What follows belongs to an exercise in optimizing a design on an open flow for small area, a short achievable clock period and few clock cycles per item; a production flow would make more cautious choices.
Only simulation tests tie the RTL to the original design; equivalence was not proved.
Power is estimated from default activity; no workload was simulated.

--- design/flow/config.mk ---
export PLATFORM = sky130hd
export DESIGN_NAME = tilt_orientation_qualifier_core
export DESIGN_NICKNAME = tilt_orientation_qualifier_core
export VERILOG_FILES = /design/flow/design.v
export SDC_FILE = /design/flow/constraint.sdc
export NUM_CORES = 4
export LEC_CHECK = 0
export CAP_MARGIN = 20
export CORE_MARGIN = 2
export CORE_UTILIZATION = 40
export CTS_CLUSTER_DIAMETER = 100
export CTS_CLUSTER_SIZE = 30
export SLEW_MARGIN = 20
export SYNTH_HIERARCHICAL = 1
--- design/flow/constraint.sdc ---
create_clock -name core_clock -period 10.5 [get_ports {clk}]
set_input_delay 2.1000 -clock core_clock [delete_from_list [all_inputs] [get_ports {clk}]]
set_output_delay 2.1000 -clock core_clock [all_outputs]
set_load 0.01 [all_outputs]
--- design/flow/design.v ---
package tlt_pkg;
    localparam int SAMPLE_WIDTH = 16;
    localparam int TIME_W       = 32;
    localparam int PROD_W       = SAMPLE_WIDTH + 10;
    localparam int IN_TDATA_W   = ((TIME_W + 2 * SAMPLE_WIDTH + 7) / 8) * 8;
    localparam int IN_PAD_W     = IN_TDATA_W - TIME_W - 2 * SAMPLE_WIDTH;
    localparam int OUT_TDATA_W  = 8;
    localparam int MT_W         = 27;
    localparam int MT_NG        = (MT_W - 1 + 3) / 4;
    localparam logic [1:0] REG_TILT_THRESHOLD = 2'd0;
    localparam logic [1:0] REG_AXIS_MARGIN    = 2'd1;
    localparam logic [1:0] REG_POLL_INTERVAL  = 2'd2;
    localparam logic [1:0] REG_STABLE_TIME    = 2'd3;
    localparam logic [14:0] TILT_THRESHOLD_RST = 15'd4096;
    localparam logic [9:0]  AXIS_MARGIN_RST    = 10'd320;
    localparam logic [15:0] POLL_INTERVAL_RST  = 16'd100;
    localparam logic [15:0] STABLE_TIME_RST    = 16'd300;
    typedef struct packed {
        logic [14:0] tilt_level;
        logic [9:0]  axis_margin_q8;
        logic [15:0] poll_interval_ms;
        logic [15:0] hold_ms;
    } tlt_cfg_t;
    typedef struct packed {
        logic       ambiguous;
        logic [1:0] quadrant;
    } tlt_class_t;
    typedef struct packed {
        logic [1:0] quadrant;
        logic       changed;
    } tlt_result_t;
endpackage
import tlt_pkg::*;
module tlt_carry #(parameter int W = 16)
(
    input  logic [W-1:0] a,
    input  logic [W-1:0] b,
    input  logic         ci,
    output logic         co
);
    logic [W:0] g;
    logic [W:0] p;
    always_comb
    begin
        g = {a & b, ci};
        p = {a | b, 1'b0};
        for (int d = 1; d <= W; d = d * 2)
            for (int i = W; i >= d; i--)
            begin
                g[i] = g[i] | (p[i] & g[i-d]);
                p[i] = p[i] & p[i-d];
            end
        co = g[W];
    end
endmodule
module tlt_inc #(parameter int W = 16)
(
    input  logic [W-1:0] a,
    input  logic         ci,
    output logic [W:0]   y
);
    logic [W:0] c;
    always_comb
    begin
        c = {a, ci};
        for (int d = 1; d <= W; d = d * 2)
            for (int i = W; i >= d; i--)
                c[i] = c[i] & c[i-d];
        for (int i = 0; i < W; i++)
            y[i] = a[i] ^ (i == 0 ? ci : c[i == 0 ? 0 : i]);
        y[W] = c[W];
    end
endmodule
module tlt_margin_tree
(
    input  logic [14:0]       pu,
    input  logic              ps,
    input  logic [14:0]       nqu,       
    input  logic              nqs,       
    input  logic [9:0]        m,
    output logic [MT_NG-1:0]  grp_g,
    output logic [MT_NG-1:0]  grp_p,
    output logic              top_x
);
    localparam int W = MT_W;
    logic [W-1:0] h0, h1;
    logic [4*MT_NG-1:0] bg;
    logic [4*MT_NG-1:0] bp;
    logic t1, t2, t3, t4, t5, t6, t7, t8, t9, t10, t11, t12, t13, t14, t15, t16, t17, t18, t19, t20, t21, t22, t23, t24, t25, t26, t27, t28, t29, t30, t31, t32, t33, t34, t35, t36, t37, t38, t39, t40, t41, t42, t43, t44, t45, t46, t47, t48, t49, t50, t51, t52, t53, t54, t55, t56, t57, t58, t59, t60, t61, t62, t63, t64, t65, t66, t67, t68, t69, t70, t71, t72, t73, t74, t75, t76, t77, t78, t79, t80, t81, t82, t83, t84, t85, t86, t87, t88, t89, t90, t91, t92, t93, t94, t95, t96, t97, t98, t99, t100, t101, t102, t103, t104, t105, t106, t107, t108, t109, t110, t111, t112, t113, t114, t115, t116, t117, t118, t119, t120, t121, t122, t123, t124, t125, t126, t127, t128, t129, t130, t131, t132, t133, t134, t135, t136, t137, t138, t139, t140, t141, t142, t143, t144, t145, t146, t147, t148, t149, t150, t151, t152, t153, t154, t155, t156, t157, t158, t159, t160, t161, t162, t163, t164, t165, t166, t167, t168, t169, t170, t171, t172, t173, t174, t175, t176, t177, t178, t179, t180, t181, t182, t183, t184, t185, t186, t187, t188, t189, t190, t191, t192, t193, t194, t195, t196, t197, t198, t199, t200, t201, t202, t203, t204, t205, t206, t207, t208, t209, t210, t211, t212, t213, t214, t215, t216, t217, t218, t219, t220, t221, t222, t223, t224, t225, t226, t227, t228, t229, t230, t231, t232, t233, t234, t235, t236, t237, t238, t239, t240, t241, t242, t243, t244, t245, t246, t247, t248, t249, t250, t251, t252, t253, t254, t255, t256, t257, t258, t259, t260, t261, t262, t263, t264, t265, t266, t267, t268, t269, t270, t271, t272, t273, t274, t275, t276, t277, t278, t279, t280, t281, t282, t283, t284, t285, t286, t287, t288, t289, t290, t291, t292, t293, t294, t295, t296, t297, t298, t299, t300, t301, t302, t303, t304, t305, t306, t307, t308, t309, t310, t311, t312, t313, t314, t315, t316, t317, t318, t319, t320, t321, t322, t323, t324, t325, t326, t327, t328, t329, t330, t331, t332, t333, t334, t335, t336, t337, t338, t339, t340, t341, t342, t343, t344, t345, t346, t347, t348, t349, t350, t351, t352, t353, t354, t355, t356, t357, t358, t359, t360, t361, t362, t363, t364, t365, t366, t367, t368, t369, t370, t371, t372, t373, t374, t375, t376, t377, t378, t379, t380, t381, t382, t383, t384, t385, t386, t387, t388, t389, t390, t391, t392, t393, t394, t395, t396, t397, t398, t399, t400, t401, t402, t403, t404, t405, t406, t407, t408, t409, t410, t411, t412, t413, t414, t415, t416, t417, t418, t419, t420, t421, t422, t423, t424, t425, t426, t427, t428, t429, t430, t431, t432, t433, t434, t435, t436, t437, t438, t439, t440, t441, t442, t443, t444, t445, t446, t447, t448, t449, t450, t451, t452, t453, t454, t455, t456, t457, t458, t459, t460;
    assign t1 = (m[0] & pu[0]);
    assign t2 = (ps & m[0]);
    assign t3 = (m[0] & pu[1]);
    assign t4 = (m[1] & pu[0]);
    assign t5 = (ps & m[1]);
    assign t6 = (m[0] & pu[2]);
    assign t7 = (m[1] & pu[1]);
    assign t8 = (m[2] & pu[0]);
    assign t9 = (ps & m[2]);
    assign t10 = (m[0] & pu[3]);
    assign t11 = (m[1] & pu[2]);
    assign t12 = (m[2] & pu[1]);
    assign t13 = (m[3] & pu[0]);
    assign t14 = (ps & m[3]);
    assign t15 = (m[0] & pu[4]);
    assign t16 = (m[1] & pu[3]);
    assign t17 = (m[2] & pu[2]);
    assign t18 = (m[3] & pu[1]);
    assign t19 = (m[4] & pu[0]);
    assign t20 = (ps & m[4]);
    assign t21 = (m[0] & pu[5]);
    assign t22 = (m[1] & pu[4]);
    assign t23 = (m[2] & pu[3]);
    assign t24 = (m[3] & pu[2]);
    assign t25 = (m[4] & pu[1]);
    assign t26 = (m[5] & pu[0]);
    assign t27 = (ps & m[5]);
    assign t28 = (m[0] & pu[6]);
    assign t29 = (m[1] & pu[5]);
    assign t30 = (m[2] & pu[4]);
    assign t31 = (m[3] & pu[3]);
    assign t32 = (m[4] & pu[2]);
    assign t33 = (m[5] & pu[1]);
    assign t34 = (m[6] & pu[0]);
    assign t35 = (ps & m[6]);
    assign t36 = (m[0] & pu[7]);
    assign t37 = (m[1] & pu[6]);
    assign t38 = (m[2] & pu[5]);
    assign t39 = (m[3] & pu[4]);
    assign t40 = (m[4] & pu[3]);
    assign t41 = (m[5] & pu[2]);
    assign t42 = (m[6] & pu[1]);
    assign t43 = (m[7] & pu[0]);
    assign t44 = (ps & m[7]);
    assign t45 = (m[0] & pu[8]);
    assign t46 = (m[1] & pu[7]);
    assign t47 = (m[2] & pu[6]);
    assign t48 = (m[3] & pu[5]);
    assign t49 = (m[4] & pu[4]);
    assign t50 = (m[5] & pu[3]);
    assign t51 = (m[6] & pu[2]);
    assign t52 = (m[7] & pu[1]);
    assign t53 = (m[8] & pu[0]);
    assign t54 = (ps & m[8]);
    assign t55 = nqu[0];
    assign t56 = nqs;
    assign t57 = (m[0] & pu[9]);
    assign t58 = (m[1] & pu[8]);
    assign t59 = (m[2] & pu[7]);
    assign t60 = (m[3] & pu[6]);
    assign t61 = (m[4] & pu[5]);
    assign t62 = (m[5] & pu[4]);
    assign t63 = (m[6] & pu[3]);
    assign t64 = (m[7] & pu[2]);
    assign t65 = (m[8] & pu[1]);
    assign t66 = (m[9] & pu[0]);
    assign t67 = (ps & m[9]);
    assign t68 = nqu[1];
    assign t69 = (m[0] & pu[10]);
    assign t70 = (m[1] & pu[9]);
    assign t71 = (m[2] & pu[8]);
    assign t72 = (m[3] & pu[7]);
    assign t73 = (m[4] & pu[6]);
    assign t74 = (m[5] & pu[5]);
    assign t75 = (m[6] & pu[4]);
    assign t76 = (m[7] & pu[3]);
    assign t77 = (m[8] & pu[2]);
    assign t78 = (m[9] & pu[1]);
    assign t79 = nqu[2];
    assign t80 = (m[0] & pu[11]);
    assign t81 = (m[1] & pu[10]);
    assign t82 = (m[2] & pu[9]);
    assign t83 = (m[3] & pu[8]);
    assign t84 = (m[4] & pu[7]);
    assign t85 = (m[5] & pu[6]);
    assign t86 = (m[6] & pu[5]);
    assign t87 = (m[7] & pu[4]);
    assign t88 = (m[8] & pu[3]);
    assign t89 = (m[9] & pu[2]);
    assign t90 = nqu[3];
    assign t91 = (m[0] & pu[12]);
    assign t92 = (m[1] & pu[11]);
    assign t93 = (m[2] & pu[10]);
    assign t94 = (m[3] & pu[9]);
    assign t95 = (m[4] & pu[8]);
    assign t96 = (m[5] & pu[7]);
    assign t97 = (m[6] & pu[6]);
    assign t98 = (m[7] & pu[5]);
    assign t99 = (m[8] & pu[4]);
    assign t100 = (m[9] & pu[3]);
    assign t101 = nqu[4];
    assign t102 = (m[0] & pu[13]);
    assign t103 = (m[1] & pu[12]);
    assign t104 = (m[2] & pu[11]);
    assign t105 = (m[3] & pu[10]);
    assign t106 = (m[4] & pu[9]);
    assign t107 = (m[5] & pu[8]);
    assign t108 = (m[6] & pu[7]);
    assign t109 = (m[7] & pu[6]);
    assign t110 = (m[8] & pu[5]);
    assign t111 = (m[9] & pu[4]);
    assign t112 = nqu[5];
    assign t113 = (m[0] & pu[14]);
    assign t114 = (m[1] & pu[13]);
    assign t115 = (m[2] & pu[12]);
    assign t116 = (m[3] & pu[11]);
    assign t117 = (m[4] & pu[10]);
    assign t118 = (m[5] & pu[9]);
    assign t119 = (m[6] & pu[8]);
    assign t120 = (m[7] & pu[7]);
    assign t121 = (m[8] & pu[6]);
    assign t122 = (m[9] & pu[5]);
    assign t123 = nqu[6];
    assign t124 = (m[1] & pu[14]);
    assign t125 = (m[2] & pu[13]);
    assign t126 = (m[3] & pu[12]);
    assign t127 = (m[4] & pu[11]);
    assign t128 = (m[5] & pu[10]);
    assign t129 = (m[6] & pu[9]);
    assign t130 = (m[7] & pu[8]);
    assign t131 = (m[8] & pu[7]);
    assign t132 = (m[9] & pu[6]);
    assign t133 = nqu[7];
    assign t134 = (m[2] & pu[14]);
    assign t135 = (m[3] & pu[13]);
    assign t136 = (m[4] & pu[12]);
    assign t137 = (m[5] & pu[11]);
    assign t138 = (m[6] & pu[10]);
    assign t139 = (m[7] & pu[9]);
    assign t140 = (m[8] & pu[8]);
    assign t141 = (m[9] & pu[7]);
    assign t142 = nqu[8];
    assign t143 = (m[3] & pu[14]);
    assign t144 = (m[4] & pu[13]);
    assign t145 = (m[5] & pu[12]);
    assign t146 = (m[6] & pu[11]);
    assign t147 = (m[7] & pu[10]);
    assign t148 = (m[8] & pu[9]);
    assign t149 = (m[9] & pu[8]);
    assign t150 = nqu[9];
    assign t151 = (m[4] & pu[14]);
    assign t152 = (m[5] & pu[13]);
    assign t153 = (m[6] & pu[12]);
    assign t154 = (m[7] & pu[11]);
    assign t155 = (m[8] & pu[10]);
    assign t156 = (m[9] & pu[9]);
    assign t157 = nqu[10];
    assign t158 = (m[5] & pu[14]);
    assign t159 = (m[6] & pu[13]);
    assign t160 = (m[7] & pu[12]);
    assign t161 = (m[8] & pu[11]);
    assign t162 = (m[9] & pu[10]);
    assign t163 = nqu[11];
    assign t164 = (m[6] & pu[14]);
    assign t165 = (m[7] & pu[13]);
    assign t166 = (m[8] & pu[12]);
    assign t167 = (m[9] & pu[11]);
    assign t168 = nqu[12];
    assign t169 = (m[7] & pu[14]);
    assign t170 = (m[8] & pu[13]);
    assign t171 = (m[9] & pu[12]);
    assign t172 = nqu[13];
    assign t173 = (m[8] & pu[14]);
    assign t174 = (m[9] & pu[13]);
    assign t175 = nqu[14];
    assign t176 = (m[9] & pu[14]);
    assign t177 = t45 ^ t46 ^ t47;
    assign t178 = (t45 & t46) | (t45 & t47) | (t46 & t47);
    assign t179 = t48 ^ t49;
    assign t180 = t48 & t49;
    assign t181 = t57 ^ t58 ^ t59;
    assign t182 = (t57 & t58) | (t57 & t59) | (t58 & t59);
    assign t183 = t60 ^ t61 ^ t62;
    assign t184 = (t60 & t61) | (t60 & t62) | (t61 & t62);
    assign t185 = t63 ^ t64;
    assign t186 = t63 & t64;
    assign t187 = t69 ^ t70 ^ t71;
    assign t188 = (t69 & t70) | (t69 & t71) | (t70 & t71);
    assign t189 = t72 ^ t73 ^ t74;
    assign t190 = (t72 & t73) | (t72 & t74) | (t73 & t74);
    assign t191 = t75 ^ t76;
    assign t192 = t75 & t76;
    assign t193 = t80 ^ t81 ^ t82;
    assign t194 = (t80 & t81) | (t80 & t82) | (t81 & t82);
    assign t195 = t83 ^ t84 ^ t85;
    assign t196 = (t83 & t84) | (t83 & t85) | (t84 & t85);
    assign t197 = t86 ^ t87;
    assign t198 = t86 & t87;
    assign t199 = t91 ^ t92 ^ t93;
    assign t200 = (t91 & t92) | (t91 & t93) | (t92 & t93);
    assign t201 = t94 ^ t95 ^ t96;
    assign t202 = (t94 & t95) | (t94 & t96) | (t95 & t96);
    assign t203 = t97 ^ t98;
    assign t204 = t97 & t98;
    assign t205 = t102 ^ t103 ^ t104;
    assign t206 = (t102 & t103) | (t102 & t104) | (t103 & t104);
    assign t207 = t105 ^ t106 ^ t107;
    assign t208 = (t105 & t106) | (t105 & t107) | (t106 & t107);
    assign t209 = t108 ^ t109;
    assign t210 = t108 & t109;
    assign t211 = t113 ^ t114 ^ t115;
    assign t212 = (t113 & t114) | (t113 & t115) | (t114 & t115);
    assign t213 = t116 ^ t117 ^ t118;
    assign t214 = (t116 & t117) | (t116 & t118) | (t117 & t118);
    assign t215 = t119 ^ t120;
    assign t216 = t119 & t120;
    assign t217 = t124 ^ t125 ^ t126;
    assign t218 = (t124 & t125) | (t124 & t126) | (t125 & t126);
    assign t219 = t127 ^ t128 ^ t129;
    assign t220 = (t127 & t128) | (t127 & t129) | (t128 & t129);
    assign t221 = t134 ^ t135 ^ t136;
    assign t222 = (t134 & t135) | (t134 & t136) | (t135 & t136);
    assign t223 = t21 ^ t22;
    assign t224 = t21 & t22;
    assign t225 = t28 ^ t29 ^ t30;
    assign t226 = (t28 & t29) | (t28 & t30) | (t29 & t30);
    assign t227 = t31 ^ t32;
    assign t228 = t31 & t32;
    assign t229 = t36 ^ t37 ^ t38;
    assign t230 = (t36 & t37) | (t36 & t38) | (t37 & t38);
    assign t231 = t39 ^ t40 ^ t41;
    assign t232 = (t39 & t40) | (t39 & t41) | (t40 & t41);
    assign t233 = t42 ^ t43;
    assign t234 = t42 & t43;
    assign t235 = t177 ^ t179 ^ t50;
    assign t236 = (t177 & t179) | (t177 & t50) | (t179 & t50);
    assign t237 = t51 ^ t52 ^ t53;
    assign t238 = (t51 & t52) | (t51 & t53) | (t52 & t53);
    assign t239 = t54 ^ t55 ^ t56;
    assign t240 = (t54 & t55) | (t54 & t56) | (t55 & t56);
    assign t241 = t181 ^ t183 ^ t185;
    assign t242 = (t181 & t183) | (t181 & t185) | (t183 & t185);
    assign t243 = t65 ^ t66 ^ t67;
    assign t244 = (t65 & t66) | (t65 & t67) | (t66 & t67);
    assign t245 = t68 ^ t178 ^ t180;
    assign t246 = (t68 & t178) | (t68 & t180) | (t178 & t180);
    assign t247 = t187 ^ t189 ^ t191;
    assign t248 = (t187 & t189) | (t187 & t191) | (t189 & t191);
    assign t249 = t77 ^ t78 ^ t79;
    assign t250 = (t77 & t78) | (t77 & t79) | (t78 & t79);
    assign t251 = t182 ^ t184 ^ t186;
    assign t252 = (t182 & t184) | (t182 & t186) | (t184 & t186);
    assign t253 = t193 ^ t195 ^ t197;
    assign t254 = (t193 & t195) | (t193 & t197) | (t195 & t197);
    assign t255 = t88 ^ t89 ^ t90;
    assign t256 = (t88 & t89) | (t88 & t90) | (t89 & t90);
    assign t257 = t188 ^ t190 ^ t192;
    assign t258 = (t188 & t190) | (t188 & t192) | (t190 & t192);
    assign t259 = t199 ^ t201 ^ t203;
    assign t260 = (t199 & t201) | (t199 & t203) | (t201 & t203);
    assign t261 = t99 ^ t100 ^ t101;
    assign t262 = (t99 & t100) | (t99 & t101) | (t100 & t101);
    assign t263 = t194 ^ t196 ^ t198;
    assign t264 = (t194 & t196) | (t194 & t198) | (t196 & t198);
    assign t265 = t205 ^ t207 ^ t209;
    assign t266 = (t205 & t207) | (t205 & t209) | (t207 & t209);
    assign t267 = t110 ^ t111 ^ t112;
    assign t268 = (t110 & t111) | (t110 & t112) | (t111 & t112);
    assign t269 = t200 ^ t202 ^ t204;
    assign t270 = (t200 & t202) | (t200 & t204) | (t202 & t204);
    assign t271 = t211 ^ t213 ^ t215;
    assign t272 = (t211 & t213) | (t211 & t215) | (t213 & t215);
    assign t273 = t121 ^ t122 ^ t123;
    assign t274 = (t121 & t122) | (t121 & t123) | (t122 & t123);
    assign t275 = t206 ^ t208 ^ t210;
    assign t276 = (t206 & t208) | (t206 & t210) | (t208 & t210);
    assign t277 = t217 ^ t219 ^ t130;
    assign t278 = (t217 & t219) | (t217 & t130) | (t219 & t130);
    assign t279 = t131 ^ t132 ^ t133;
    assign t280 = (t131 & t132) | (t131 & t133) | (t132 & t133);
    assign t281 = t212 ^ t214 ^ t216;
    assign t282 = (t212 & t214) | (t212 & t216) | (t214 & t216);
    assign t283 = t221 ^ t137 ^ t138;
    assign t284 = (t221 & t137) | (t221 & t138) | (t137 & t138);
    assign t285 = t139 ^ t140 ^ t141;
    assign t286 = (t139 & t140) | (t139 & t141) | (t140 & t141);
    assign t287 = t142 ^ t218 ^ t220;
    assign t288 = (t142 & t218) | (t142 & t220) | (t218 & t220);
    assign t289 = t143 ^ t144 ^ t145;
    assign t290 = (t143 & t144) | (t143 & t145) | (t144 & t145);
    assign t291 = t146 ^ t147 ^ t148;
    assign t292 = (t146 & t147) | (t146 & t148) | (t147 & t148);
    assign t293 = t149 ^ t150 ^ t222;
    assign t294 = (t149 & t150) | (t149 & t222) | (t150 & t222);
    assign t295 = t151 ^ t152 ^ t153;
    assign t296 = (t151 & t152) | (t151 & t153) | (t152 & t153);
    assign t297 = t154 ^ t155 ^ t156;
    assign t298 = (t154 & t155) | (t154 & t156) | (t155 & t156);
    assign t299 = t158 ^ t159 ^ t160;
    assign t300 = (t158 & t159) | (t158 & t160) | (t159 & t160);
    assign t301 = t10 ^ t11;
    assign t302 = t10 & t11;
    assign t303 = t15 ^ t16 ^ t17;
    assign t304 = (t15 & t16) | (t15 & t17) | (t16 & t17);
    assign t305 = t18 ^ t19;
    assign t306 = t18 & t19;
    assign t307 = t223 ^ t23 ^ t24;
    assign t308 = (t223 & t23) | (t223 & t24) | (t23 & t24);
    assign t309 = t25 ^ t26 ^ t27;
    assign t310 = (t25 & t26) | (t25 & t27) | (t26 & t27);
    assign t311 = t225 ^ t227 ^ t33;
    assign t312 = (t225 & t227) | (t225 & t33) | (t227 & t33);
    assign t313 = t34 ^ t35 ^ t224;
    assign t314 = (t34 & t35) | (t34 & t224) | (t35 & t224);
    assign t315 = t229 ^ t231 ^ t233;
    assign t316 = (t229 & t231) | (t229 & t233) | (t231 & t233);
    assign t317 = t44 ^ t226 ^ t228;
    assign t318 = (t44 & t226) | (t44 & t228) | (t226 & t228);
    assign t319 = t235 ^ t237 ^ t239;
    assign t320 = (t235 & t237) | (t235 & t239) | (t237 & t239);
    assign t321 = t230 ^ t232 ^ t234;
    assign t322 = (t230 & t232) | (t230 & t234) | (t232 & t234);
    assign t323 = t241 ^ t243 ^ t245;
    assign t324 = (t241 & t243) | (t241 & t245) | (t243 & t245);
    assign t325 = t236 ^ t238 ^ t240;
    assign t326 = (t236 & t238) | (t236 & t240) | (t238 & t240);
    assign t327 = t247 ^ t249 ^ t251;
    assign t328 = (t247 & t249) | (t247 & t251) | (t249 & t251);
    assign t329 = t242 ^ t244 ^ t246;
    assign t330 = (t242 & t244) | (t242 & t246) | (t244 & t246);
    assign t331 = t253 ^ t255 ^ t257;
    assign t332 = (t253 & t255) | (t253 & t257) | (t255 & t257);
    assign t333 = t248 ^ t250 ^ t252;
    assign t334 = (t248 & t250) | (t248 & t252) | (t250 & t252);
    assign t335 = t259 ^ t261 ^ t263;
    assign t336 = (t259 & t261) | (t259 & t263) | (t261 & t263);
    assign t337 = t254 ^ t256 ^ t258;
    assign t338 = (t254 & t256) | (t254 & t258) | (t256 & t258);
    assign t339 = t265 ^ t267 ^ t269;
    assign t340 = (t265 & t267) | (t265 & t269) | (t267 & t269);
    assign t341 = t260 ^ t262 ^ t264;
    assign t342 = (t260 & t262) | (t260 & t264) | (t262 & t264);
    assign t343 = t271 ^ t273 ^ t275;
    assign t344 = (t271 & t273) | (t271 & t275) | (t273 & t275);
    assign t345 = t266 ^ t268 ^ t270;
    assign t346 = (t266 & t268) | (t266 & t270) | (t268 & t270);
    assign t347 = t277 ^ t279 ^ t281;
    assign t348 = (t277 & t279) | (t277 & t281) | (t279 & t281);
    assign t349 = t272 ^ t274 ^ t276;
    assign t350 = (t272 & t274) | (t272 & t276) | (t274 & t276);
    assign t351 = t283 ^ t285 ^ t287;
    assign t352 = (t283 & t285) | (t283 & t287) | (t285 & t287);
    assign t353 = t278 ^ t280 ^ t282;
    assign t354 = (t278 & t280) | (t278 & t282) | (t280 & t282);
    assign t355 = t289 ^ t291 ^ t293;
    assign t356 = (t289 & t291) | (t289 & t293) | (t291 & t293);
    assign t357 = t284 ^ t286 ^ t288;
    assign t358 = (t284 & t286) | (t284 & t288) | (t286 & t288);
    assign t359 = t295 ^ t297 ^ t157;
    assign t360 = (t295 & t297) | (t295 & t157) | (t297 & t157);
    assign t361 = t290 ^ t292 ^ t294;
    assign t362 = (t290 & t292) | (t290 & t294) | (t292 & t294);
    assign t363 = t299 ^ t161 ^ t162;
    assign t364 = (t299 & t161) | (t299 & t162) | (t161 & t162);
    assign t365 = t163 ^ t296 ^ t298;
    assign t366 = (t163 & t296) | (t163 & t298) | (t296 & t298);
    assign t367 = t164 ^ t165 ^ t166;
    assign t368 = (t164 & t165) | (t164 & t166) | (t165 & t166);
    assign t369 = t167 ^ t168 ^ t300;
    assign t370 = (t167 & t168) | (t167 & t300) | (t168 & t300);
    assign t371 = t169 ^ t170 ^ t171;
    assign t372 = (t169 & t170) | (t169 & t171) | (t170 & t171);
    assign t373 = t6 ^ t7;
    assign t374 = t6 & t7;
    assign t375 = t301 ^ t12 ^ t13;
    assign t376 = (t301 & t12) | (t301 & t13) | (t12 & t13);
    assign t377 = t303 ^ t305 ^ t20;
    assign t378 = (t303 & t305) | (t303 & t20) | (t305 & t20);
    assign t379 = t307 ^ t309 ^ t304;
    assign t380 = (t307 & t309) | (t307 & t304) | (t309 & t304);
    assign t381 = t311 ^ t313 ^ t308;
    assign t382 = (t311 & t313) | (t311 & t308) | (t313 & t308);
    assign t383 = t315 ^ t317 ^ t312;
    assign t384 = (t315 & t317) | (t315 & t312) | (t317 & t312);
    assign t385 = t319 ^ t321 ^ t316;
    assign t386 = (t319 & t321) | (t319 & t316) | (t321 & t316);
    assign t387 = t323 ^ t325 ^ t320;
    assign t388 = (t323 & t325) | (t323 & t320) | (t325 & t320);
    assign t389 = t327 ^ t329 ^ t324;
    assign t390 = (t327 & t329) | (t327 & t324) | (t329 & t324);
    assign t391 = t331 ^ t333 ^ t328;
    assign t392 = (t331 & t333) | (t331 & t328) | (t333 & t328);
    assign t393 = t335 ^ t337 ^ t332;
    assign t394 = (t335 & t337) | (t335 & t332) | (t337 & t332);
    assign t395 = t339 ^ t341 ^ t336;
    assign t396 = (t339 & t341) | (t339 & t336) | (t341 & t336);
    assign t397 = t343 ^ t345 ^ t340;
    assign t398 = (t343 & t345) | (t343 & t340) | (t345 & t340);
    assign t399 = t347 ^ t349 ^ t344;
    assign t400 = (t347 & t349) | (t347 & t344) | (t349 & t344);
    assign t401 = t351 ^ t353 ^ t348;
    assign t402 = (t351 & t353) | (t351 & t348) | (t353 & t348);
    assign t403 = t355 ^ t357 ^ t352;
    assign t404 = (t355 & t357) | (t355 & t352) | (t357 & t352);
    assign t405 = t359 ^ t361 ^ t356;
    assign t406 = (t359 & t361) | (t359 & t356) | (t361 & t356);
    assign t407 = t363 ^ t365 ^ t360;
    assign t408 = (t363 & t365) | (t363 & t360) | (t365 & t360);
    assign t409 = t367 ^ t369 ^ t364;
    assign t410 = (t367 & t369) | (t367 & t364) | (t369 & t364);
    assign t411 = t371 ^ t172 ^ t368;
    assign t412 = (t371 & t172) | (t371 & t368) | (t172 & t368);
    assign t413 = t173 ^ t174 ^ t175;
    assign t414 = (t173 & t174) | (t173 & t175) | (t174 & t175);
    assign t415 = t3 ^ t4;
    assign t416 = t3 & t4;
    assign t417 = t373 ^ t8 ^ t9;
    assign t418 = (t373 & t8) | (t373 & t9) | (t8 & t9);
    assign t419 = t375 ^ t14 ^ t374;
    assign t420 = (t375 & t14) | (t375 & t374) | (t14 & t374);
    assign t421 = t377 ^ t302 ^ t376;
    assign t422 = (t377 & t302) | (t377 & t376) | (t302 & t376);
    assign t423 = t379 ^ t306 ^ t378;
    assign t424 = (t379 & t306) | (t379 & t378) | (t306 & t378);
    assign t425 = t381 ^ t310 ^ t380;
    assign t426 = (t381 & t310) | (t381 & t380) | (t310 & t380);
    assign t427 = t383 ^ t314 ^ t382;
    assign t428 = (t383 & t314) | (t383 & t382) | (t314 & t382);
    assign t429 = t385 ^ t318 ^ t384;
    assign t430 = (t385 & t318) | (t385 & t384) | (t318 & t384);
    assign t431 = t387 ^ t322 ^ t386;
    assign t432 = (t387 & t322) | (t387 & t386) | (t322 & t386);
    assign t433 = t389 ^ t326 ^ t388;
    assign t434 = (t389 & t326) | (t389 & t388) | (t326 & t388);
    assign t435 = t391 ^ t330 ^ t390;
    assign t436 = (t391 & t330) | (t391 & t390) | (t330 & t390);
    assign t437 = t393 ^ t334 ^ t392;
    assign t438 = (t393 & t334) | (t393 & t392) | (t334 & t392);
    assign t439 = t395 ^ t338 ^ t394;
    assign t440 = (t395 & t338) | (t395 & t394) | (t338 & t394);
    assign t441 = t397 ^ t342 ^ t396;
    assign t442 = (t397 & t342) | (t397 & t396) | (t342 & t396);
    assign t443 = t399 ^ t346 ^ t398;
    assign t444 = (t399 & t346) | (t399 & t398) | (t346 & t398);
    assign t445 = t401 ^ t350 ^ t400;
    assign t446 = (t401 & t350) | (t401 & t400) | (t350 & t400);
    assign t447 = t403 ^ t354 ^ t402;
    assign t448 = (t403 & t354) | (t403 & t402) | (t354 & t402);
    assign t449 = t405 ^ t358 ^ t404;
    assign t450 = (t405 & t358) | (t405 & t404) | (t358 & t404);
    assign t451 = t407 ^ t362 ^ t406;
    assign t452 = (t407 & t362) | (t407 & t406) | (t362 & t406);
    assign t453 = t409 ^ t366 ^ t408;
    assign t454 = (t409 & t366) | (t409 & t408) | (t366 & t408);
    assign t455 = t411 ^ t370 ^ t410;
    assign t456 = (t411 & t370) | (t411 & t410) | (t370 & t410);
    assign t457 = t413 ^ t372 ^ t412;
    assign t458 = (t413 & t372) | (t413 & t412) | (t372 & t412);
    assign t459 = t176 ^ 1'b1 ^ t414;
    assign t460 = (t176 & 1'b1) | (t176 & t414) | (1'b1 & t414);
    assign h0[0] = t1;
    assign h1[0] = t2;
    assign h0[1] = t415;
    assign h1[1] = t5;
    assign h0[2] = t417;
    assign h1[2] = t416;
    assign h0[3] = t419;
    assign h1[3] = t418;
    assign h0[4] = t421;
    assign h1[4] = t420;
    assign h0[5] = t423;
    assign h1[5] = t422;
    assign h0[6] = t425;
    assign h1[6] = t424;
    assign h0[7] = t427;
    assign h1[7] = t426;
    assign h0[8] = t429;
    assign h1[8] = t428;
    assign h0[9] = t431;
    assign h1[9] = t430;
    assign h0[10] = t433;
    assign h1[10] = t432;
    assign h0[11] = t435;
    assign h1[11] = t434;
    assign h0[12] = t437;
    assign h1[12] = t436;
    assign h0[13] = t439;
    assign h1[13] = t438;
    assign h0[14] = t441;
    assign h1[14] = t440;
    assign h0[15] = t443;
    assign h1[15] = t442;
    assign h0[16] = t445;
    assign h1[16] = t444;
    assign h0[17] = t447;
    assign h1[17] = t446;
    assign h0[18] = t449;
    assign h1[18] = t448;
    assign h0[19] = t451;
    assign h1[19] = t450;
    assign h0[20] = t453;
    assign h1[20] = t452;
    assign h0[21] = t455;
    assign h1[21] = t454;
    assign h0[22] = t457;
    assign h1[22] = t456;
    assign h0[23] = t459;
    assign h1[23] = t458;
    assign h0[24] = 1'b1;
    assign h1[24] = t460;
    assign h0[25] = 1'b1;
    assign h1[25] = 1'b0;
    assign h0[26] = 1'b1;
    assign h1[26] = 1'b0;
    assign bg = {h0[W-2:0] & h1[W-2:0], {(4*MT_NG-W+1){1'b0}}};
    assign bp = {h0[W-2:0] | h1[W-2:0], {(4*MT_NG-W+1){1'b0}}};
    for (genvar j = 0; j < MT_NG; j++)
    begin : g_grp
        assign grp_g[j] = bg[4*j+3] | (bp[4*j+3] & bg[4*j+2])
                        | (bp[4*j+3] & bp[4*j+2] & bg[4*j+1])
                        | (bp[4*j+3] & bp[4*j+2] & bp[4*j+1] & bg[4*j]);
        assign grp_p[j] = &bp[4*j +: 4];
    end
    assign top_x = h0[W-1] ^ h1[W-1];
endmodule
module tlt_margin_sign
(
    input  logic [MT_NG-1:0] grp_g,
    input  logic [MT_NG-1:0] grp_p,
    input  logic             top_x,
    output logic             flag
);
    logic c_top;
    tlt_carry #(MT_NG) u_top (.a(grp_g), .b(grp_g | grp_p), .ci(1'b0), .co(c_top));
    assign flag = top_x ^ c_top;
endmodule
module tlt_classify_prep
(
    input  logic signed [SAMPLE_WIDTH-1:0] accel_x,
    input  logic signed [SAMPLE_WIDTH-1:0] accel_y,
    input  logic                           big_m,      
    output logic [SAMPLE_WIDTH-2:0]        pu,
    output logic                           ps,
    output logic [SAMPLE_WIDTH-2:0]        nqu,        
    output logic                           nqs,
    output logic                           sx,
    output logic                           sy,
    output logic                           y_big,      
    output logic                           both_zero
);
    logic [SAMPLE_WIDTH-2:0] ux;
    logic [SAMPLE_WIDTH-2:0] uy;
    logic [SAMPLE_WIDTH-2:0] fu;
    logic                    fs;
    logic [SAMPLE_WIDTH-2:0] su;
    logic                    ss;
    assign sx = accel_x[SAMPLE_WIDTH-1];
    assign sy = accel_y[SAMPLE_WIDTH-1];
    assign ux = accel_x[SAMPLE_WIDTH-2:0] ^ {(SAMPLE_WIDTH-1){sx}};
    assign uy = accel_y[SAMPLE_WIDTH-2:0] ^ {(SAMPLE_WIDTH-1){sy}};
    logic c_ge;
    logic c_add;
    tlt_carry #(SAMPLE_WIDTH-1) u_ge  (.a(accel_y[SAMPLE_WIDTH-2:0]), .b(~accel_x[SAMPLE_WIDTH-2:0]),
                                       .ci(1'b1), .co(c_ge));
    tlt_carry #(SAMPLE_WIDTH-1) u_add (.a(accel_y[SAMPLE_WIDTH-2:0]), .b(accel_x[SAMPLE_WIDTH-2:0]),
                                       .ci(1'b0), .co(c_add));
    assign y_big = (sx ^ sy) ? (c_add ^ sy) : (c_ge ^ sx);
    assign both_zero = (accel_x == '0) && (accel_y == '0);
    assign fu = big_m ? ux : uy;
    assign fs = big_m ? sx : sy;
    assign su = big_m ? uy : ux;
    assign ss = big_m ? sy : sx;
    assign pu = y_big ? fu : su;
    assign ps = y_big ? fs : ss;
    assign nqu = ~(y_big ? su : fu);
    assign nqs = ~(y_big ? ss : fs);
endmodule
module tlt_classify
(
    input  logic [SAMPLE_WIDTH-2:0] pu,
    input  logic                    ps,
    input  logic [SAMPLE_WIDTH-2:0] nqu,
    input  logic                    nqs,
    input  logic                    sx,
    input  logic                    sy,
    input  logic                    y_big,
    input  logic                    both_zero,
    input  tlt_pkg::tlt_cfg_t       cfg,
    output logic [MT_NG-1:0]        grp_g,
    output logic [MT_NG-1:0]        grp_p,
    output logic                    top_x,
    output tlt_pkg::tlt_class_t     cls0,      
    output tlt_pkg::tlt_class_t     cls1       
);
    logic                    big_m;
    logic [SAMPLE_WIDTH-2:0] lu;
    logic                    ls;
    logic [SAMPLE_WIDTH-1:0] lv;
    logic                    not_below;
    logic [1:0]              quad_x;
    logic [1:0]              quad_y;
    assign big_m = |cfg.axis_margin_q8[9:8];
    tlt_margin_tree u_mt (
        .pu    (pu),
        .ps    (ps),
        .nqu   (nqu),
        .nqs   (nqs),
        .m     (cfg.axis_margin_q8),
        .grp_g (grp_g),
        .grp_p (grp_p),
        .top_x (top_x)
    );
    assign lu = big_m ? ~nqu : pu;
    assign ls = big_m ? !nqs : ps;
    tlt_inc #(SAMPLE_WIDTH-1) u_inc (.a(lu), .ci(ls), .y(lv));
    tlt_carry #(SAMPLE_WIDTH) u_thr (.a(lv), .b(~{1'b0, cfg.tilt_level}), .ci(1'b1), .co(not_below));
    assign quad_y = sy ? 2'd1 : 2'd3;
    assign quad_x = sx ? 2'd2 : 2'd0;
    always_comb
    begin
        cls0.ambiguous = !not_below || big_m || both_zero;
        cls0.quadrant  = y_big ? quad_y : quad_x;
        cls1.ambiguous = !not_below || (!big_m && both_zero);
        cls1.quadrant  = (y_big || !big_m) ? quad_y : quad_x;
    end
endmodule
import tlt_pkg::*;
module tlt_since
(
    input  logic [31:0] now,
    input  logic [31:0] since,
    input  logic [15:0] lim,
    output logic        ok
);
    logic [31:0] ns;
    logic [15:0] nl;
    logic [15:0] s;
    logic [15:0] k;
    logic        b;
    logic        kk;
    logic        ok_lo;
    logic [15:0] x;
    logic [15:0] o;
    logic [15:0] z;
    logic        hi_zero;
    assign ns = ~since;
    assign nl = ~lim;
    tlt_carry #(16) u_b (.a(now[15:0]), .b(ns[15:0]), .ci(1'b1), .co(b));
    assign s = now[15:0] ^ ns[15:0] ^ nl;
    assign k = (now[15:0] & ns[15:0]) | (now[15:0] & nl) | (ns[15:0] & nl);
    tlt_carry #(15) u_kk (.a(s[15:1]), .b(k[14:0]), .ci(1'b1), .co(kk));
    assign ok_lo = b ? (k[15] & kk) : (k[15] | kk);
    assign x = now[31:16] ^ ns[31:16];
    assign o = now[31:16] | ns[31:16];
    always_comb
    begin
        z[0] = x[0] == b;
        for (int i = 1; i < 16; i++)
            z[i] = x[i] == o[i-1];
    end
    assign hi_zero = &z;
    assign ok = !hi_zero || ok_lo;
endmodule
module tlt_qualify
(
    input  logic              clk,
    input  logic              rst_n,
    input  logic              fire,         
    input  logic [TIME_W-1:0] now_ms,       
    input  logic              fire_q,       
    input  logic              sample_ok,    
    input  tlt_pkg::tlt_class_t        cls,          
    input  tlt_pkg::tlt_cfg_t          cfg,
    output tlt_pkg::tlt_result_t       res           
);
    logic [1:0]        committed_reg;
    logic [1:0]        committed_next;
    logic [1:0]        pending_reg;
    logic [1:0]        pending_next;
    logic [TIME_W-1:0] start_reg;
    logic [TIME_W-1:0] last_reg;
    logic              take_reg;
    logic              poll_ok;
    logic              hold_ok;
    logic              take;
    logic              set_start;
    logic              changed;
    tlt_since u_poll (.now(now_ms), .since(last_reg), .lim(cfg.poll_interval_ms), .ok(poll_ok));
    assign take = fire && poll_ok;
    always_ff @(posedge clk or negedge rst_n)
    begin
        if (!rst_n)
            last_reg <= '0;
        else if (take)
            last_reg <= now_ms;
    end
    always_ff @(posedge clk)
    begin
        take_reg <= take;
    end
    tlt_since u_hold (.now(last_reg), .since(start_reg), .lim(cfg.hold_ms), .ok(hold_ok));
    always_comb
    begin
        committed_next = committed_reg;
        pending_next   = pending_reg;
        set_start      = 1'b0;
        changed        = 1'b0;
        if (fire_q && take_reg && sample_ok)
        begin
            if (cls.ambiguous || (cls.quadrant == committed_reg))
            begin
                pending_next = committed_reg;
            end
            else if (cls.quadrant != pending_reg)
            begin
                pending_next = cls.quadrant;
                set_start    = 1'b1;
            end
            else if (hold_ok)
            begin
                committed_next = cls.quadrant;
                changed        = 1'b1;
            end
        end
    end
    assign res.quadrant = committed_next;
    assign res.changed  = changed;
    always_ff @(posedge clk or negedge rst_n)
    begin
        if (!rst_n)
        begin
            committed_reg <= 2'd0;
            pending_reg   <= 2'd0;
        end
        else
        begin
            committed_reg <= committed_next;
            pending_reg   <= pending_next;
        end
    end
    always_ff @(posedge clk or negedge rst_n)
    begin
        if (!rst_n)
            start_reg <= '0;
        else if (set_start)
            start_reg <= last_reg;
    end
endmodule
import tlt_pkg::*;
module tilt_orientation_qualifier_core
(
    input  logic                   clk,
    input  logic                   rst_n,
    input  logic                   s_tvalid,
    output logic                   s_tready,
    input  logic [IN_TDATA_W-1:0]  s_tdata,    
    input  logic                   s_tuser,    
    output logic                   m_tvalid,
    input  logic                   m_tready,
    output logic [OUT_TDATA_W-1:0] m_tdata,    
    output logic                   m_tuser,    
    input  logic                   psel,
    input  logic                   penable,
    input  logic                   pwrite,
    input  logic [3:0]             paddr,
    input  logic [31:0]            pwdata,
    output logic [31:0]            prdata,
    output logic                   pready
);
    localparam int QD = 4;    
    tlt_pkg::tlt_cfg_t cfg_reg;
    logic [1:0]        rd_sel_reg;
    logic                    v0_reg;
    logic [TIME_W-1:0]       now0_reg;
    logic                    ok0_reg;
    logic [SAMPLE_WIDTH-2:0] pu0_reg;
    logic                    ps0_reg;
    logic [SAMPLE_WIDTH-2:0] nqu0_reg;
    logic                    nqs0_reg;
    logic                    sx0_reg;
    logic                    sy0_reg;
    logic                    ybig0_reg;
    logic                    zero0_reg;
    logic                    v1_reg;
    logic                    ok1_reg;
    logic [MT_NG-1:0]        grp_g1_reg;
    logic [MT_NG-1:0]        grp_p1_reg;
    logic                    top_x1_reg;
    tlt_pkg::tlt_class_t     cls0_1_reg;
    tlt_pkg::tlt_class_t     cls1_1_reg;
    logic [QD-1:0]           qv_reg;
    logic [3*QD-1:0]         qd_reg;    
    logic [QD:0]             qv_up;
    logic [3*QD+2:0]         qd_up;
    logic [QD-1:0]           qv_sh;
    logic [3*QD-1:0]         qd_sh;
    logic [QD-1:0]           q_put;
    logic [2:0]              cnt_reg;
    logic                    rdy_reg;
    logic                    accept;
    logic                    pop;
    logic                    cfg_wr;
    logic [SAMPLE_WIDTH-2:0] pu;
    logic                    ps;
    logic [SAMPLE_WIDTH-2:0] nqu;
    logic                    nqs;
    logic                    sx;
    logic                    sy;
    logic                    y_big;
    logic                    both_zero;
    logic [MT_NG-1:0]        grp_g;
    logic [MT_NG-1:0]        grp_p;
    logic                    top_x;
    tlt_pkg::tlt_class_t     cls0;
    tlt_pkg::tlt_class_t     cls1;
    logic                    flag;
    tlt_pkg::tlt_class_t     cls;
    tlt_pkg::tlt_result_t    res;
    logic [2:0]              cnt_next;
    assign pready = 1'b1;
    assign cfg_wr = psel && penable && pwrite;
    always_ff @(posedge clk or negedge rst_n)
    begin
        if (!rst_n)
        begin
            cfg_reg.tilt_level       <= TILT_THRESHOLD_RST;
            cfg_reg.axis_margin_q8   <= AXIS_MARGIN_RST;
            cfg_reg.poll_interval_ms <= POLL_INTERVAL_RST;
            cfg_reg.hold_ms          <= STABLE_TIME_RST;
        end
        else if (cfg_wr)
        begin
            case (paddr[3:2])
                REG_TILT_THRESHOLD: cfg_reg.tilt_level       <= pwdata[14:0];
                REG_AXIS_MARGIN:    cfg_reg.axis_margin_q8   <= pwdata[9:0];
                REG_POLL_INTERVAL:  cfg_reg.poll_interval_ms <= pwdata[15:0];
                default:            cfg_reg.hold_ms          <= pwdata[15:0];
            endcase
        end
    end
    always_ff @(posedge clk)
    begin
        rd_sel_reg <= paddr[3:2];
    end
    always_comb
    begin
        case (rd_sel_reg)
            REG_TILT_THRESHOLD: prdata = 32'(cfg_reg.tilt_level);
            REG_AXIS_MARGIN:    prdata = 32'(cfg_reg.axis_margin_q8);
            REG_POLL_INTERVAL:  prdata = 32'(cfg_reg.poll_interval_ms);
            default:            prdata = 32'(cfg_reg.hold_ms);
        endcase
    end
    assign s_tready = rdy_reg;
    assign accept   = s_tvalid && rdy_reg;
    tlt_classify_prep u_prep (
        .accel_x (s_tdata[TIME_W +: SAMPLE_WIDTH]),
        .accel_y (s_tdata[TIME_W + SAMPLE_WIDTH +: SAMPLE_WIDTH]),
        .big_m     (|cfg_reg.axis_margin_q8[9:8]),
        .pu        (pu),
        .ps        (ps),
        .nqu       (nqu),
        .nqs       (nqs),
        .sx        (sx),
        .sy        (sy),
        .y_big     (y_big),
        .both_zero (both_zero)
    );
    always_ff @(posedge clk or negedge rst_n)
    begin
        if (!rst_n)
        begin
            v0_reg <= 1'b0;
            v1_reg <= 1'b0;
        end
        else
        begin
            v0_reg <= accept;
            v1_reg <= v0_reg;
        end
    end
    always_ff @(posedge clk)
    begin
        now0_reg <= s_tdata[TIME_W-1:0];
        ok0_reg  <= s_tuser;
        pu0_reg   <= pu;
        ps0_reg   <= ps;
        nqu0_reg  <= nqu;
        nqs0_reg  <= nqs;
        sx0_reg   <= sx;
        sy0_reg   <= sy;
        ybig0_reg <= y_big;
        zero0_reg <= both_zero;
    end
    tlt_classify u_classify (
        .pu        (pu0_reg),
        .ps        (ps0_reg),
        .nqu       (nqu0_reg),
        .nqs       (nqs0_reg),
        .sx        (sx0_reg),
        .sy        (sy0_reg),
        .y_big     (ybig0_reg),
        .both_zero (zero0_reg),
        .cfg       (cfg_reg),
        .grp_g     (grp_g),
        .grp_p     (grp_p),
        .top_x     (top_x),
        .cls0      (cls0),
        .cls1      (cls1)
    );
    always_ff @(posedge clk)
    begin
        ok1_reg  <= ok0_reg;
        grp_g1_reg <= grp_g;
        grp_p1_reg <= grp_p;
        top_x1_reg <= top_x;
        cls0_1_reg <= cls0;
        cls1_1_reg <= cls1;
    end
    tlt_margin_sign u_sign (
        .grp_g (grp_g1_reg),
        .grp_p (grp_p1_reg),
        .top_x (top_x1_reg),
        .flag  (flag)
    );
    assign cls = flag ? cls1_1_reg : cls0_1_reg;
    tlt_qualify u_qualify (
        .clk       (clk),
        .rst_n     (rst_n),
        .fire      (v0_reg),
        .now_ms    (now0_reg),
        .fire_q    (v1_reg),
        .sample_ok (ok1_reg),
        .cls       (cls),
        .cfg       (cfg_reg),
        .res       (res)
    );
    assign pop = qv_reg[0] && m_tready;
    always_comb
    begin
        qv_up  = {1'b0, qv_reg};
        qd_up  = {3'b000, qd_reg};
        qv_sh  = pop ? qv_up[QD:1] : qv_reg;
        qd_sh  = pop ? qd_up[3*QD+2:3] : qd_reg;
        for (int i = 0; i < QD; i++)
            q_put[i] = v1_reg && !qv_sh[i] && (i == 0 || qv_sh[i == 0 ? 0 : i - 1]);
    end
    always_ff @(posedge clk or negedge rst_n)
    begin
        if (!rst_n)
            qv_reg <= '0;
        else
            qv_reg <= qv_sh | q_put;
    end
    always_ff @(posedge clk)
    begin
        for (int i = 0; i < QD; i++)
            qd_reg[3*i +: 3] <= q_put[i] ? {res.changed, res.quadrant} : qd_sh[3*i +: 3];
    end
    assign cnt_next = cnt_reg + 3'(accept) - 3'(pop);
    always_ff @(posedge clk or negedge rst_n)
    begin
        if (!rst_n)
        begin
            cnt_reg <= '0;
            rdy_reg <= 1'b0;
        end
        else
        begin
            cnt_reg <= cnt_next;
            rdy_reg <= (cnt_next < 3'(QD));
        end
    end
    assign m_tvalid = qv_reg[0];
    assign m_tdata  = {(OUT_TDATA_W - 2)'(0), qd_reg[1:0]};
    assign m_tuser  = qd_reg[2];
endmodule
--- design/flow/flow/run.sh ---
#!/bin/bash
# Standard layout, with plain buf_1 port buffers and timing repair aimed 6.4 ns
# below the clock period.
set -euo pipefail
bash standard.sh SETUP_SLACK_MARGIN=6.4 'BUFFER_PORTS_ARGS=-buffer_cell sky130_fd_sc_hd__buf_1' finish > standard_flow.log 2>&1
--- design/flow/standard.sh ---
#!/bin/bash
# synth_recipe.tcl (not shown) runs the flow's synth.tcl, then flattens the netlist and writes it again
# the make line also repeats each setting of config.mk as NAME=value (left out here)
make -C /OpenROAD-flow-scripts/flow DESIGN_CONFIG=/design/flow/config.mk WORK_HOME=/design/flow/orfs CLKGATE_MAP_FILE= SYNTH_SCRIPT=/design/flow/synth_recipe.tcl "${@:-finish}"
==> flow_metrics.py, run 1 <==
metrics = {
    "sta": {
        "setup_viol": 0,
        "slew_viol_final": 0,
        "min_period_over_period": 0.3911,
        "skew_ps": 31.74,
        "fin_crit_ps": 4107,
        "final_hold_viol_count": 0,
        "tns_ps": 0,
        "fin_hold_ws_ps": 353.1,
        "tightest_slew_ps": 961.9,
        "worst_slack_ps": 6393,
        "max_freq_ghz": 0.2435,
        "relSlewSlack": 0.3580,
        "rsz0062_at_grt": "yes",
    },
    "placed_design": {
        "numPortBuffers": 110,
        "dp_slack_ps": 5274,
        "gp_congestion": 0.8447,
        "dpl.hpwl_mm": 31.75,
    },
    "finish": {
        "fill_cells": 4191,
        "area_delta_synth_final_pct": 9.977,
        "nets": 2135,
        "largest_register_ffs": 57,
        "drive_gt1_frac": 0.1922,
    },
    "synthesis": {
        "avgSynthCellArea_um2": 10.53,
        "synthXorXnorAreaFrac": 0.04147,
        "synth_fa_ha_area_frac": 0.2149,
        "synth_area_leaders": "fa_1, dfrtp_1, dfxtp_1, mux2_2, inv_1",
        "synth_compound_area_frac": 0.1009,
        "synth_area_mm2": 0.01792,
        "synth_top_area_frac": 0.1765,
        "yosysSeqAreaShare": 0.3143,
        "yosysTopAreaCell": "fa_1",
        "synth_seq_cells": 241,
        "ys_async_sr_fraction": 0.5602,
        "ys_warn_count": 14,
        "muxShareOfSynthArea": 0.1320,
        "synth_common_cells": "inv_1, fa_1, mux2_2",
        "synth_cells": 1702,
        "yosysUniqueCellTypes": 73,
        "synthSimpleGateAreaFrac": 0.1097,
        "synth_top_flop_cell": "dfrtp_1",
        "synth_edf_count": 12,
        "synth_top_family_by_area": "adder cells",
        "yosysMostFrequentCell": "inv_1",
    },
    "critical_path": {
        "worstPathArrival_ps": 2010,
        "cp-end-kind": "primary output",
        "crit_type": "reg -> out",
        "cpPeakStageDelay_ps": 510,
        "cpMaxStageDelayCell": "mux4_2",
        "cp_num_buf_inv": 3,
        "critPathTopFamily": "multiplexers",
        "path_max_fanout": 5,
        "cp.depth": 4,
        "rr_worst_depth": 14,
        "worst_setup_path_start_kind": "register",
        "cp_data_required_time_ps": 8400,
        "worstPathCellList": "buf_2 -> buf_4 -> mux4_2 -> buf_1",
    },
    "clock_tree": {
        "insertion_delay_ps": 520,
        "clock_path_buffers": 3,
        "cts_tree": "done",
        "numCtsBuffers": 13,
        "cts_num_sinks": 241,
        "h-tree-depth": 1,
        "clkTransAtPathRegs_ps": 110,
        "cts_hold_buf": 0,
        "cts_root_buffer": "clkbuf_16",
    },
    "grt": {
        "grt_use_total": 0.1848,
        "antenna_found_initial": 4,
        "grt_first_pass_wirelength_mm": 68.79,
        "grt_max_degree": 60,
        "grt_pass1_vias": 12800,
        "overflow": 0,
    },
    "outcome": {
        "status": "timing/DRC/antenna clean",
    },
    "routing": {
        "wl_mm": 42.97,
        "vias": 12410,
        "dr_wl_met2_mm": 20.31,
        "drt-vias-per-instance": 5.126,
        "drtAntennaViolNets": 0,
        "detail_route.wl_per_cell_um": 17.76,
        "top_layer_used": "met5",
        "met1_length_mm": 19.27,
        "dr.pass1.iters": 5,
        "drcViolationCount": 0,
        "wl_met3_mm": 2.284,
        "first_iter_violations": 770,
    },
    "power": {
        "power_density_mw_per_mm2": 353.9,
        "vdd_ir_drop_max_mv": 0.2262,
        "p_leak_nw": 8.796,
        "power_mw": 6.976,
    },
    "floorplanning": {
        "rows": 77,
        "core_mm2": 0.04422,
        "die_h_um": 215.7,
        "die_x_um": 215.7,
        "pin_count": 152,
        "dieArea_mm2": 0.04652,
        "initial_utilization": 0.4053,
    },
    "min_path": {
        "hold_depth": 0,
        "hold_path_class": "reg -> reg",
    },
    "run": {
        "cap_viol_max_count": 0,
    },
}
## through the flow
step	std cells	area, µm²	utilization
2_1_floorplan	1727	18020	-
3_3_place_gp	2365	18750	0.4240
6_report	2420	19710	0.4457
5_1_grt	2419	19710	0.4457
4_1_cts	2407	19420	0.4393
3_5_place_dp	2365	18750	0.4240
## power breakdown
group          internal (mW)  switching [mW]  total [mW]
combinational           2.24            2.54        4.77
sequential              1.25           0.362        1.61
clock                  0.244           0.343       0.587
## routing by layer
metal,vias to the layer above,track usage
li1,5819,-
met1,6257,0.2510
met2,266,0.3057
met3,59,0.02946
met4,4,0.05241
met5,-,0
## worst paths after layout
kind	slack (ps)	end	start
worst max register to register	6400	grp_g1_reg[3]$_DFF_P_	cfg_reg[34]$_DFFE_PN0P_
min in group asynchronous	1530	v1_reg$_DFF_PN0_	rst_n
max in group asynchronous	7780	cfg_reg[37]$_DFFE_PN0P_	rst_n
worst min-delay path	350	ok1_reg$_DFF_P_	ok0_reg$_DFF_P_
worst max-delay path	6390	prdata[2]	cfg_reg[34]$_DFFE_PN0P_
worst min register to register	350	ok1_reg$_DFF_P_	ok0_reg$_DFF_P_
## cell type report
class / count / area [µm²] / area share
clock inverters: 6 / 78.83 / 0.003999
clock buffers: 15 / 332.8 / 0.01689
repair buffers: 148 / 822.0 / 0.04171
inverters: 274 / 1028 / 0.05218
multi-input cells: 1142 / 11020 / 0.5592
well taps: 592 / 740.7 / 0.03758
flip-flops and latches: 241 / 5680 / 0.2882
diodes: 2 / 5.005 / 0.0002539
## timing repair
action | CTS | global route
setup buffers | 19 | 10
pin swaps | 6 | 24
cloned | 2 | 1
setup endpoints to repair | 53 | 75
resized for setup | 39 | 50
## placed cells by master, fill, tap and decap left out, drive strengths merged, types with 7 or more instances in the layout
master	synthesis	final
edfxtp	12	12
conb	10	35
maj3	7	7
clkbuf	15	24
nand4	9	9
mux2	160	160
o22ai	36	36
nand2	71	71
a211oi	7	7
a22o	14	14
dfrtp	125	125
ha	49	49
xnor2	33	34
o22a	10	10
nand3	12	12
buf	56	139
dfxtp	94	94
and2	127	127
inv	274	276
mux2i	21	21
mux4	10	10
dfstp	10	10
nor3	35	35
nor4	13	13
a21oi	65	65
a22oi	22	22
xor2	51	51
nor2	59	59
o21ai	37	37
fa	158	158
a31oi	29	29
o211ai	11	11
or2	15	15
## modules after synthesis (local to each module, per instance), a selection
module | cell area [µm²] | copies in the design | cells inside | flip-flops and latches
tilt_orientation_qualifier_core | 5618 | 1 | 351 | 172
tlt_margin_tree | 4522 | 1 | 500 | 0
tlt_qualify | 2773 | 1 | 158 | 69
tlt_classify_prep | 893.4 | 1 | 109 | 0
tlt_since | 875.8 | 2 | 107 | 0
tlt_classify | 377.9 | 1 | 64 | 0
tlt_margin_sign | 56.30 | 1 | 9 | 0
## cells by family (layout without fill, tap and decap cells)
group / after synthesis / after routing
other cells: 10 / 37
xor+xnor: 84 / 85
fa+ha+maj: 214 / 214
simple gates: 358 / 358
buf+inv: 345 / 443
flops: 241 / 241
mux: 191 / 191
compound gates: 259 / 259
Testbench counts, summed over its fixed seeds: cycles 16,024, items 16,000.
==> run 2: changes to the inputs <==
--- a/design/flow/config.mk
+++ b/design/flow/config.mk
@@ -9,5 +9,3 @@
 export CORE_MARGIN = 2
-export CORE_UTILIZATION = 40
-export CTS_CLUSTER_DIAMETER = 100
-export CTS_CLUSTER_SIZE = 30
+export CORE_UTILIZATION = 65
 export SLEW_MARGIN = 20
==> flow_metrics.py, run 2 <==
metrics = {
    "synthesis": {
        "synth_area_mm2": 0.01792,
        "yosysSeqAreaShare": 0.3143,
        "yosysUniqueCellTypes": 73,
        "synth_top_flop_cell": "dfrtp_1",
        "synth_cells": 1702,
        "ys_warn_count": 14,
        "ys_async_sr_fraction": 0.5602,
        "avgSynthCellArea_um2": 10.53,
        "synth_edf_count": 12,
        "yosysTopAreaCell": "fa_1",
        "yosysMostFrequentCell": "inv_1",
        "synth_top_area_frac": 0.1765,
        "synth_seq_cells": 241,
        "synth_common_cells": "inv_1, fa_1, mux2_2",
        "synth_area_leaders": "fa_1, dfrtp_1, dfxtp_1, mux2_2, inv_1",
    },
    "sta": {
        "max_freq_ghz": 0.2472,
        "fin_hold_ws_ps": 326.5,
        "setup_viol": 0,
        "fin_crit_ps": 4045,
        "relSlewSlack": 0.2897,
        "skew_ps": 13.82,
        "min_period_over_period": 0.3852,
        "rsz0062_at_grt": "yes",
        "slew_viol_final": 0,
        "tns_ps": 0,
        "final_hold_viol_count": 0,
        "tightest_slew_ps": 1064,
    },
    "finish": {
        "layout_common_cells": "inv_1, fa_1, mux2_2",
        "fin_area_mm2": 0.01966,
        "final_common_cell": "inv_1",
        "largest_register_ffs": 57,
        "nets": 2135,
        "area_delta_synth_final_pct": 9.697,
        "drive_gt1_frac": 0.1847,
    },
    "grt": {
        "overflow": 0,
        "grt_pass1_vias": 12760,
        "grt_first_pass_wirelength_mm": 67.21,
        "grt_max_degree": 79,
        "grt_use_total": 0.2968,
        "antenna_found_initial": 4,
    },
    "clock_tree": {
        "cts_num_sinks": 241,
        "h-tree-depth": 1,
        "numCtsBuffers": 27,
        "cts_root_buffer": "clkbuf_16",
        "cts_hold_buf": 0,
        "cts_tree": "done",
        "clock_path_buffers": 3,
        "insertion_delay_ps": 560,
        "clkTransAtPathRegs_ps": 60,
    },
    "critical_path": {
        "cp-end-kind": "register",
        "worstPathArrival_ps": 4480,
        "worst_setup_path_start_kind": "register",
        "crit_type": "reg -> reg",
        "path_max_fanout": 5,
        "cp_data_required_time_ps": 10940,
    },
    "power": {
        "power_density_mw_per_mm2": 364.6,
        "vdd_ir_drop_max_mv": 0.2986,
        "p_leak_nw": 8.888,
    },
    "routing": {
        "dr.pass1.iters": 4,
        "drt-vias-per-instance": 5.760,
        "drcViolationCount": 0,
        "vias": 12580,
        "wl_mm": 41.48,
        "drtAntennaViolNets": 0,
        "detail_route.wl_per_cell_um": 18.99,
        "first_iter_violations": 685,
    },
    "floorplanning": {
        "die_x_um": 170.1,
        "dieArea_mm2": 0.02892,
        "rows": 60,
        "initial_utilization": 0.6631,
        "die_h_um": 170.1,
        "pin_count": 152,
        "core_mm2": 0.02703,
    },
    "run": {
        "cap_viol_max_count": 0,
    },
    "placed_design": {
        "dpl.hpwl_mm": 30.08,
        "dpl_cell_area_mm2": 0.01842,
        "gp_congestion": 0.8647,
        "numPortBuffers": 110,
    },
    "min_path": {
        "hold_path_class": "reg -> reg",
    },
    "outcome": {
        "status": "timing/DRC/antenna clean",
    },
}
## run 2: changes by cell type in the layout (fill, tap and decap cells not counted), moves of 5 or more
| cell | previous run | this run |
|---|---|---|
| clkbuf_16 | 14 | 27 |
| buf_1 | 94 | 102 |
| buf_4 | 25 | 17 |
| clkbuf_8 | 0 | 7 |
| and2_1 | 120 | 126 |
| and2_4 | 7 | 1 |
| clkbuf_1 | 2 | 8 |
| a21oi_1 | 43 | 48 |
| a21oi_2 | 22 | 17 |
| buf_2 | 8 | 3 |
## run 2: critical path: stages, from the launching register on
cell     delay (ps)
dfrtp_4         540
buf_12          150
and2_4          130
fa_1            470
fa_1            510
inv_2            40
fa_1            520
fa_1            440
fa_1            530
nand2_1          60
a31oi_1         130
o21ai_1          90
maj3_2          300
## run 2: per-layer routing
| metal | up-vias | track usage | wire length, µm |
|---|---|---|---|
| met5 | - | 0 | 13 |
| met4 | 2 | 0.06466 | 754 |
| met3 | 53 | 0.05953 | 2733 |
| met2 | 339 | 0.4629 | 18790 |
| met1 | 6347 | 0.4330 | 19190 |
| li1 | 5838 | - | - |
## run 2: Yosys stat by module, one instance, submodules excluded, a selection
module / cells inside / times used / cell area, µm² / flip-flops and latches
tlt_margin_tree: 500 / 1 / 4522 / 0
tilt_orientation_qualifier_core: 351 / 1 / 5618 / 172
tlt_since: 107 / 2 / 875.8 / 0
tlt_margin_sign: 9 / 1 / 56.30 / 0
tlt_classify_prep: 109 / 1 / 893.4 / 0
tlt_classify: 64 / 1 / 377.9 / 0
tlt_qualify: 158 / 1 / 2773 / 69
## run 2: cell type report
type	instances	area (µm²)
Timing Repair Buffer	134	661.9
Clock buffer	42	802.0
Inverter	274	1028
Multi-Input combinational cell	1142	10960
Tap cell	341	426.7
Antenna cell	2	5.005
Clock inverter	8	97.59
Fill cell	2003	7366
Sequential cell	241	5678
## run 2: cell families (layout without fill, tap and decap cells)
kind of cell,after synthesis,count (layout),synth area share
simple gates,358,358,0.1097
buf+inv,345,458,0.08461
compound gates,259,259,0.1009
flops,241,241,0.3143
fa+ha+maj,214,214,0.2149
mux,191,191,0.1320
xor+xnor,84,85,0.04147
other cells,10,37,0.002095
## run 2: timing repair
action,in CTS,in global routing
gates resized for setup,24,36
pin swaps,2,13
buffers inserted,15,4
gates cloned,1,0
endpoints found under the setup margin,52,79
## run 2: worst paths after layout
check / cells after the start / slack (ps) / from / end
worst min-delay path: 0 / 330 / ok0_reg$_DFF_P_ / ok1_reg$_DFF_P_
min in group asynchronous: 1 / 1660 / rst_n / u_qualify.last_reg[19]$_DFFE_PN0P_
worst max-delay path: 12 / 6460 / cfg_reg[37]$_DFFE_PN0P_ / grp_g1_reg[4]$_DFF_P_
worst max register to register: 12 / 6460 / cfg_reg[37]$_DFFE_PN0P_ / grp_g1_reg[4]$_DFF_P_
max in group asynchronous: 2 / 7570 / rst_n / cfg_reg[34]$_DFFE_PN0P_
worst min register to register: 0 / 330 / ok0_reg$_DFF_P_ / ok1_reg$_DFF_P_
## run 2: per-stage QoR
| step | cells | power, mW | setup WS [ps] | utilization |
|---|---|---|---|---|
| final | 2184 | 7.167 | 6455 | 0.7275 |
| after global routing | 2182 | 7.881 | 6300 | 0.7273 |
| after CTS | 2178 | 6.982 | 6398 | 0.7226 |
| after detailed placement | 2112 | 5.949 | 5402 | 0.6816 |
| after global placement | 2112 | 5.775 | 5470 | 0.6816 |
| after floorplan | 1727 | 4.903 | 6421 | - |
## run 2: report_power, final
| group | internal (mW) | total (mW) | switching (mW) |
|---|---|---|---|
| Combinational | 2.15 | 4.59 | 2.44 |
| Clock | 0.554 | 0.948 | 0.394 |
| Sequential | 1.26 | 1.63 | 0.377 |

[static timing again, ports no longer ideal]
The flow's constraints put no driver on any port. The routed layouts listed below were extracted and timed again, unchanged, in two steps. Step 1: set_driving_cell puts a clkbuf_16 on clk and a buf_2 on each other input, an assumption about the parent block. Step 2, shift: input delay + t, output delay - t, t = (earliest + latest rising clock arrival at the registers) / 2. This alone moves slack from input paths to output paths. Three values: ideal, step 1, step 2; two values: the first two.
run | shift t [ns] | setup slack, ns | worst setup path at the end | clock arrival spread, ns | slew at the worst register clock pin (ns)
run 1 | 0.556 | 6.393 / 6.338 / 5.927 | input to register | 0.032 / 0.032 | 0.12 / 0.12
run 2 | 0.601 | 6.455 / 6.418 / 5.973 | input to register | 0.015 / 0.015 | 0.06 / 0.06
After both steps every run listed still meets setup and hold. The setup slack of run 2, which loses most, moves by -0.037 ns with the drivers and by -0.482 ns with both steps.
